From an optimization exercise on the open Yosys and OpenROAD flow, aimed at small area; shortcuts taken in it are not production practice.
In this exercise RTL edits were held to simulation tests only and were not proved equivalent to the original.
Power figures rest on the tool's default switching activity, not on a simulated workload.

// led_tracker_top
module led_tracker_top (
    input  logic        clk_65mhz,
    input  logic        rst_n,
    input  logic [29:0] pixel,
    input  logic        frame_done,
    output logic [17:0] centroid_p1,
    output logic [17:0] centroid_p2,
    output logic        centroid_p1_strobe,
    output logic        centroid_p2_strobe,
    output logic [27:0] motion_p1,
    output logic [27:0] motion_p2,
    output logic        motion_p1_strobe,
    output logic        motion_p2_strobe
);
For scale: about 1,500 cells after synthesis, ~310 flip-flops, ~130 I/O pins.
==> flow/config.mk <==
export PLATFORM = sky130hd
export DESIGN_NAME = led_tracker_top
export DESIGN_NICKNAME = led_tracker_top
export VERILOG_FILES = /design/flow/design.v
export SDC_FILE = /design/flow/constraint.sdc
export NUM_CORES = 4
export LEC_CHECK = 0
export ABC_AREA = 1
export CAP_MARGIN = 20
export CORE_MARGIN = 2
export CORE_UTILIZATION = 45
export SLEW_MARGIN = 20
==> flow/constraint.sdc <==
create_clock -name core_clock -period 10.0 [get_ports {clk_65mhz}]
set_input_delay 2.0000 -clock core_clock [delete_from_list [all_inputs] [get_ports {clk_65mhz}]]
set_output_delay 2.0000 -clock core_clock [all_outputs]
set_load 0.01 [all_outputs]
standard.sh (not shown) runs the stock make flow with config.mk's settings and CLKGATE_MAP_FILE= SYNTH_SCRIPT=/design/flow/synth_recipe.tcl, a recipe that flattens the netlist after the stock synthesis.
==> flow/flow/run.sh <==
#!/bin/bash
# The standard layout, with two changes: the port buffers use the smallest
# buffer cell, and clock tree synthesis clusters more sinks per buffer and
# adds no dummy loads.
set -e
export BUFFER_PORTS_ARGS="-buffer_cell sky130_fd_sc_hd__buf_1"
export CTS_ARGS="-sink_clustering_enable -repair_clock_nets -sink_clustering_size 25 -sink_clustering_max_diameter 150 -dont_use_dummy_load"
bash standard.sh > standard.log 2>&1
Then changed:
--- a/flow/design.v
+++ b/flow/design.v
@@ -21,35 +21,41 @@
     assign green = pixel[24:21];
     assign blue  = pixel[20:17];
     assign px    = pixel[16:8];
     assign py    = pixel[7:0];
     assign is_p1 = pixel[29] && !frame_done && (red > 4'd12)
         && (green < 4'd3) && (blue < 4'd3);
     assign is_p2 = pixel[29] && !frame_done && (red > 4'd12)
         && (green > 4'd12) && (blue > 4'd12);
     logic        restart;
+    logic        rst_first;
     logic        clr_lo;
     logic        div_on;
     logic [15:0] rem_n;
     logic        clr_hi;
     logic [15:0] c1, c2, c1_n, c2_n;
     logic [23:0] sx1, sy1, sx2, sy2;
     logic [15:0] sx1_n, sy1_n, sx2_n, sy2_n;
     logic [7:0]  sx1_h, sy1_h, sx2_h, sy2_h;
     logic        sx1_c, sy1_c, sx2_c, sy2_c;
     logic        load;
     logic [6:0]  step;
     always_ff @(posedge clk_65mhz or negedge rst_n) begin
-        if (!rst_n) restart <= 1'b1;
-        else        restart <= frame_done;
-    end
-    assign clr_lo = restart;
-    assign clr_hi = (step == 7'd127);
+        if (!rst_n) begin
+            restart <= 1'b0;
+            rst_first <= 1'b1;
+        end else begin
+            restart <= frame_done;
+            rst_first <= 1'b0;
+        end
+    end
+    assign clr_lo = restart || rst_first;
+    assign clr_hi = rst_first || (step == 7'd127);
     assign div_on = load || (step != 7'd0);
     rca #(16) add_c1  (.a(clr_lo ? 16'd0 : c1),  .b(16'd0), .ci(is_p1), .s(c1_n), .co());   
     rca #(16) add_sx1 (.a(clr_lo ? 16'd0 : sx1[15:0]), .b({7'd0, is_p1 ? px : 9'd0}), .ci(1'b0), .s(sx1_n), .co(sx1_c));
     rca #(16) add_sy1 (.a(clr_lo ? 16'd0 : sy1[15:0]), .b({8'd0, is_p1 ? py : 8'd0}), .ci(1'b0), .s(sy1_n), .co(sy1_c));
     rca #(16) add_c2  (.a(clr_lo ? 16'd0 : c2),  .b(16'd0), .ci(is_p2), .s(c2_n), .co());
     rca #(16) add_sx2 (.a(clr_lo ? 16'd0 : sx2[15:0]), .b({7'd0, is_p2 ? px : 9'd0}), .ci(1'b0), .s(sx2_n), .co(sx2_c));
     rca #(16) add_sy2 (.a(clr_lo ? 16'd0 : sy2[15:0]), .b({8'd0, is_p2 ? py : 8'd0}), .ci(1'b0), .s(sy2_n), .co(sy2_c));
     rca #(8) inc_sx1 (.a(sx1[23:16]), .b(8'd0), .ci(sx1_c), .s(sx1_h), .co());
     rca #(8) inc_sy1 (.a(sy1[23:16]), .b(8'd0), .ci(sy1_c), .s(sy1_h), .co());
@@ -93,19 +99,19 @@
     logic [3:0] frame_cnt;
     logic [3:0] frame_cnt_n;
     logic       window_end;
     assign load = (frame_done || restart) && ph;
     rca #(7) add_step (.a(step), .b(7'd0), .ci(step != 7'd0), .s(step_n), .co());
     rca #(4) add_frame (.a(frame_cnt), .b(4'd0), .ci(1'b1), .s(frame_cnt_n), .co());
     always_ff @(posedge clk_65mhz or negedge rst_n) begin
         if (!rst_n) begin
             ph <= 1'b0;
-            step <= 7'd127;
+            step <= 7'd0;
             frame_cnt <= 4'd0;
         end else begin
             ph <= !ph;
             step <= load ? 7'd1 : step_n;
             if (frame_done) frame_cnt <= frame_cnt_n;
         end
     end
     assign window_end = (frame_cnt == 4'd0);
     logic [96:0] chain;
Outcome: Design area hardly moves; routed wire length drops by 0.70%; via count climbs by 1.3%; critical path depth drops by 5; synthesized area is about the same; combinational power drops by 34%; core utilization drops by 0.69 points; hold slack barely changes; die area barely changes; non-clock buffer count is unchanged; global-route usage is about the same.

==> port drivers added, routing unchanged <==
In the flow no input, the clock included, has a driving cell. The finished layouts below were timed again as built, in two steps.
Step 1 (the two cells are an assumption about what drives the block):
set clk [get_ports {clk_65mhz}]
set_driving_cell -lib_cell sky130_fd_sc_hd__clkbuf_16 $clk
set_driving_cell -lib_cell sky130_fd_sc_hd__buf_2 [delete_from_list [all_inputs] $clk]
Step 2 adds t to the input delays and takes it off the output delays; t is the mean of the earliest and latest rising clock arrival at the registers after step 1. Input paths then give back, and output paths get back, about the clock's delay inside the block.
Slacks: ideal ports / drivers / drivers and shift; pairs: ideal ports / drivers.
run	t, ns	slack for setup (ns)	worst setup path after step 2	latest minus earliest clock arrival (ns)	worst slew at a driven data input, ns
the first run	0.524	1.138 / 1.162 / 0.638	input to register	0.057 / 0.057	0.10
the second run	0.528	1.108 / 1.108 / 0.651	input to register	0.042 / 0.041	0.05
After both steps every run listed still meets setup and hold. The setup slack of the first run, which loses most, moves by +0.024 ns with the drivers and by -0.500 ns with both steps.
